Background: an optimization exercise with open tools, aiming at small area. Do not read the settings as production practice.
Function was checked by simulation only, so behaviour that the tests miss may differ from the original.
No activity file was given, so power comes from the tool's default toggle rates. The clock port is modelled as an ideal driver; clocking choices that lean on that would not hold on a real chip.

Setup of juniper:
==> flow/design.v <==
package streebog_pkg;
  localparam int BLOCK_BITS = 512;
  localparam int LEN_W      = 10;
endpackage
module streebog_block_packer #(
  parameter int IN_WIDTH  = 64,
  parameter int OUT_DEPTH = 2
) (
  input  logic                               clk_i,
  input  logic                               rstn_i,
  input  logic                               abort_i,
  input  logic [IN_WIDTH-1:0]                s_data_i,
  input  logic                               s_valid_i,
  output logic                               s_ready_o,
  input  logic                               s_last_i,
  input  logic [$clog2(IN_WIDTH/8+1)-1:0]    s_nbytes_i,
  output logic [511:0]                       m_data_o,
  output logic                               m_valid_o,
  input  logic                               m_ready_i,
  output logic                               m_last_o,
  output logic [9:0]                         m_last_len_o,
  output logic                               busy_o
);
  logic       ready_q;
  logic [2:0] cnt_q;
  logic [1:0] count_q;    
  logic [2:0] head_q;     
  logic [2:0] asm_q;      
  logic       rp_q, wp_q;  
  logic closes, full, accept, push, pop;
  assign full      = count_q[1];
  assign m_valid_o = count_q != 2'd0;
  assign busy_o    = (cnt_q != 3'd0) || m_valid_o;
  assign closes    = s_last_i || (cnt_q == 3'd7);
  assign s_ready_o = ready_q && !(closes && full && !m_ready_i);
  assign accept    = s_valid_i && s_ready_o && !abort_i;
  assign push      = accept && closes;
  assign pop       = m_valid_o && m_ready_i && !abort_i;
  always_ff @(posedge clk_i or negedge rstn_i) begin
    if (!rstn_i) begin
      ready_q <= 1'b0;
      cnt_q   <= 3'd0;
      count_q <= 2'd0;
      head_q  <= 3'b001;
      asm_q   <= 3'b001;
      rp_q    <= 1'b0;
      wp_q    <= 1'b0;
    end else begin
      ready_q <= 1'b1;
      if (abort_i) begin
        cnt_q   <= 3'd0;
        count_q <= 2'd0;
        head_q  <= 3'b001;
        asm_q   <= 3'b001;
        rp_q    <= 1'b0;
        wp_q    <= 1'b0;
      end else begin
        if (accept) cnt_q <= closes ? 3'd0 : cnt_q + 3'd1;
        if (push && !pop) count_q <= count_q + 2'd1;
        else if (!push && pop) count_q <= count_q - 2'd1;
        if (pop)  head_q <= {head_q[1:0], head_q[2]};
        if (push) asm_q  <= {asm_q[1:0], asm_q[2]};
        if (pop)  rp_q   <= !rp_q;
        if (push) wp_q   <= !wp_q;
      end
    end
  end
  logic        partial;
  logic [63:0] wdata;
  assign partial = s_last_i && !s_nbytes_i[3];
  genvar gj;
  generate
    for (gj = 0; gj < 8; gj++) begin : g_byte
      logic keep_b, pad_b;
      assign keep_b = !partial || (3'(gj) < s_nbytes_i[2:0]);
      assign pad_b  = partial && (3'(gj) == s_nbytes_i[2:0]);
      assign wdata[8*gj +: 8] = (s_data_i[8*gj +: 8] & {8{keep_b}}) | {7'd0, pad_b};
    end
  endgenerate
  logic [6:0] len_in;
  assign len_in = s_last_i ? ({1'b0, cnt_q, 3'b000} + {3'b000, s_nbytes_i}) : 7'd64;
  logic [63:0] w_q [3][7];    
  logic [63:0] w7_q [2];      
  logic [6:0]  len_q [2];
  logic        last_q [2];
  always_ff @(posedge clk_i) begin
    for (int s = 0; s < 3; s++)
      for (int k = 0; k < 7; k++)
        if (accept && asm_q[s] && (cnt_q == 3'(k))) w_q[s][k] <= wdata;
    for (int e = 0; e < 2; e++)
      if (push && (wp_q == 1'(e))) begin
        w7_q[e]  <= wdata;
        len_q[e]  <= len_in;
        last_q[e] <= s_last_i;
      end
  end
  logic [6:0] len_h;
  logic [3:0] lw;         
  logic [7:0] keep, padw;
  assign len_h        = rp_q ? len_q[1] : len_q[0];
  assign m_last_o     = rp_q ? last_q[1] : last_q[0];
  assign m_last_len_o = {len_h, 3'b000};
  assign lw           = len_h[6:3];
  always_comb begin
    for (int k = 0; k < 8; k++) begin
      keep[k] = (lw > 4'(k)) || ((lw == 4'(k)) && (len_h[2:0] != 3'd0));
      padw[k] = (lw == 4'(k)) && (len_h[2:0] == 3'd0);
    end
  end
  genvar gk;
  generate
    for (gk = 0; gk < 7; gk++) begin : g_word
      logic [2:0]  sel;
      logic [63:0] word;
      assign sel  = head_q & {3{keep[gk]}};
      assign word = (w_q[0][gk] & {64{sel[0]}}) |
                    (w_q[1][gk] & {64{sel[1]}}) |
                    (w_q[2][gk] & {64{sel[2]}});
      assign m_data_o[64*gk +: 64] = {word[63:1], word[0] | padw[gk]};
    end
  endgenerate
  logic [1:0]  sel7;
  logic [63:0] word7;
  assign sel7  = {rp_q, !rp_q} & {2{keep[7]}};
  assign word7 = (w7_q[0] & {64{sel7[0]}}) | (w7_q[1] & {64{sel7[1]}});
  assign m_data_o[448 +: 64] = {word7[63:1], word7[0] | padw[7]};
endmodule
==> flow/config.mk <==
export PLATFORM = sky130hd
export DESIGN_NAME = streebog_block_packer
export DESIGN_NICKNAME = streebog_block_packer
export VERILOG_FILES = /design/flow/design.v
export SDC_FILE = /design/flow/constraint.sdc
export NUM_CORES = 4
export LEC_CHECK = 0
export CAP_MARGIN = 20
export CORE_MARGIN = 2
export CORE_UTILIZATION = 40
export SLEW_MARGIN = 20
==> flow/constraint.sdc <==
create_clock -name core_clock -period 6.0 [get_ports {clk_i}]
set_input_delay 1.2000 -clock core_clock [delete_from_list [all_inputs] [get_ports {clk_i}]]
set_output_delay 1.2000 -clock core_clock [all_outputs]
set_load 0.01 [all_outputs]
run.sh (not shown) runs the stock make flow with config.mk's settings and CLKGATE_MAP_FILE= SYNTH_SCRIPT=/design/flow/synth_recipe.tcl, a recipe that flattens the netlist after the stock synthesis.
Inputs modified between juniper and indigo:
- CTS_BUF_LIST: unset -> sky130_fd_sc_hd__clkbuf_8
- CORE_UTILIZATION: 40 -> 60
==> flow/flow/run.sh (new file) <==
#!/bin/bash
# Standard layout, with the port buffers made from the smallest buffer cell.
cat standard.sh > standard_sh.log
export BUFFER_PORTS_ARGS="-buffer_cell sky130_fd_sc_hd__buf_1"
bash standard.sh > standard.log 2>&1
==> flow/standard.sh (new file) <==
#!/bin/bash
# synth_recipe.tcl (not shown) runs the flow's synth.tcl, then flattens the netlist and writes it again
# the make line also repeats each setting of config.mk as NAME=value (left out here)
make -C /OpenROAD-flow-scripts/flow DESIGN_CONFIG=/design/flow/config.mk WORK_HOME=/design/flow/orfs CLKGATE_MAP_FILE= SYNTH_SCRIPT=/design/flow/synth_recipe.tcl "${@:-finish}"
removed: flow/run.sh
Results
Taking juniper as the reference, in indigo final cell count fell about 9%; worst setup margin saw an increase. The final reports for indigo and juniper show global-route usage higher in the former. Of indigo and juniper, the lower post-layout minimum cycle time belongs to indigo. Per the comparison of indigo with juniper, final core area utilization up 19 points; die area decreased by 33% relative to the old numbers. Of the two values seen for critical path capture point, m_data_o[74] was produced by juniper and m_data_o[50] by indigo.

---

== JK ==
streebog_block_packer, a different RTL version from the one above (not shown whole).
Size in the first run: roughly 2800 cells after synthesis, roughly 1500 flip-flops, roughly 53000 um^2 of cells after synthesis.
==> flow/config.mk <==
export PLATFORM = sky130hd
export DESIGN_NAME = streebog_block_packer
export DESIGN_NICKNAME = streebog_block_packer
export VERILOG_FILES = /design/flow/design.v
export SDC_FILE = /design/flow/constraint.sdc
export NUM_CORES = 4
export LEC_CHECK = 0
export CAP_MARGIN = 20
export CORE_MARGIN = 2
export CORE_UTILIZATION = 60
export SLEW_MARGIN = 20
==> flow/constraint.sdc <==
create_clock -name core_clock -period 6.0 [get_ports {clk_i}]
set_input_delay 1.2000 -clock core_clock [delete_from_list [all_inputs] [get_ports {clk_i}]]
set_output_delay 1.2000 -clock core_clock [all_outputs]
set_load 0.01 [all_outputs]
standard.sh (not shown) runs the stock make flow with config.mk's settings and CLKGATE_MAP_FILE= SYNTH_SCRIPT=/design/flow/synth_recipe.tcl, a recipe that flattens the netlist after the stock synthesis.
==> flow/flow/run.sh <==
#!/bin/bash
# The standard layout (standard.sh) with three changes:
#  - synthesis maps the logic with an area-oriented abc script (flow/abc_area.script);
#    everything else in synthesis, including the flip-flop mapping, is ORFS's own;
#  - the port buffers are the smallest buffer cell;
#  - clock tree: larger sink clusters, no dummy loads.
set -euo pipefail
here=$(pwd)
rm -rf "$here/scripts_abc"
cp -r "$FLOW_HOME/scripts" "$here/scripts_abc"
cp "$here/flow/abc_area.script" "$here/scripts_abc/abc_speed.script"
bash standard.sh \
  "SCRIPTS_DIR=$here/scripts_abc" \
  "BUFFER_PORTS_ARGS=-buffer_cell sky130_fd_sc_hd__buf_1" \
  "CTS_ARGS=-sink_clustering_enable -repair_clock_nets -dont_use_dummy_load -buf_list sky130_fd_sc_hd__clkbuf_16 -sink_clustering_size 25 -sink_clustering_max_diameter 80" \
  finish > "$here/flow.log" 2>&1
==> flow/flow/abc_area.script <==
strash
dch -f
amap
Inputs modified between JK and MS:
- CORE_UTILIZATION changed from 60 to 75
--- a/flow/flow/run.sh
+++ b/flow/flow/run.sh
@@ -13,4 +13,4 @@
   "SCRIPTS_DIR=$here/scripts_abc" \
   "BUFFER_PORTS_ARGS=-buffer_cell sky130_fd_sc_hd__buf_1" \
-  "CTS_ARGS=-sink_clustering_enable -repair_clock_nets -dont_use_dummy_load -buf_list sky130_fd_sc_hd__clkbuf_16 -sink_clustering_size 25 -sink_clustering_max_diameter 80" \
+  "CTS_ARGS=-sink_clustering_enable -repair_clock_nets -dont_use_dummy_load -buf_list sky130_fd_sc_hd__clkbuf_16 -sink_clustering_size 28 -sink_clustering_max_diameter 85" \
   finish > "$here/flow.log" 2>&1
Findings:
- No stage failed in JK, and the final checks on the layout all came back clean.
- MS finished all stages; however, its layout fails the closing checks, the failures being negative setup slack.
- Relative to JK, via total after detailed routing has increased by 964 in MS.
- Compared to JK, MS has cell area 0.93% lower.
- Part of the total power dissipated in the clock network ends up higher on JK.
- MS -> JK: multi-input gate share of the layout cell area flat
- The final critical-path required period of MS is higher than that of JK.
- The lower starting utilization of the core area of JK and MS is in JK.
- | global routing usage on met1 | MS vs JK | 4.8 points higher |
- Looking only at final design utilization, and setting everything else aside, the higher value of JK and MS goes to MS.

-- port drivers added, routing unchanged --
Ports are ideal in the flow. The routed layouts listed here were re-timed in OpenROAD.
Step 1 sets driving cells, clkbuf_16 on the clock port and buf_2 on the other inputs (assumed; they add their load-dependent delay and slew).
Step 2 times the ports against the registers' clock, not the clock port: input delays grow and output delays shrink by t, the midpoint of the rising clock arrivals with the driver on.
Three values: ideal ports, drivers, drivers and shift; two values: the first two.
| run | shift t [ns] | setup WS [ns] | worst setup path after step 2 |
|---|---|---|---|
| juniper | 0.862 | 0.272 / 0.194 / 1.014 | input to register |
| indigo | 0.927 | 0.458 / 0.390 / 1.298 | input to register |
| JK | 0.707 | 0.164 / 0.090 / 0.754 | input to register |
| MS | 0.740 | -0.045 / -0.119 / 0.407 | input to register |
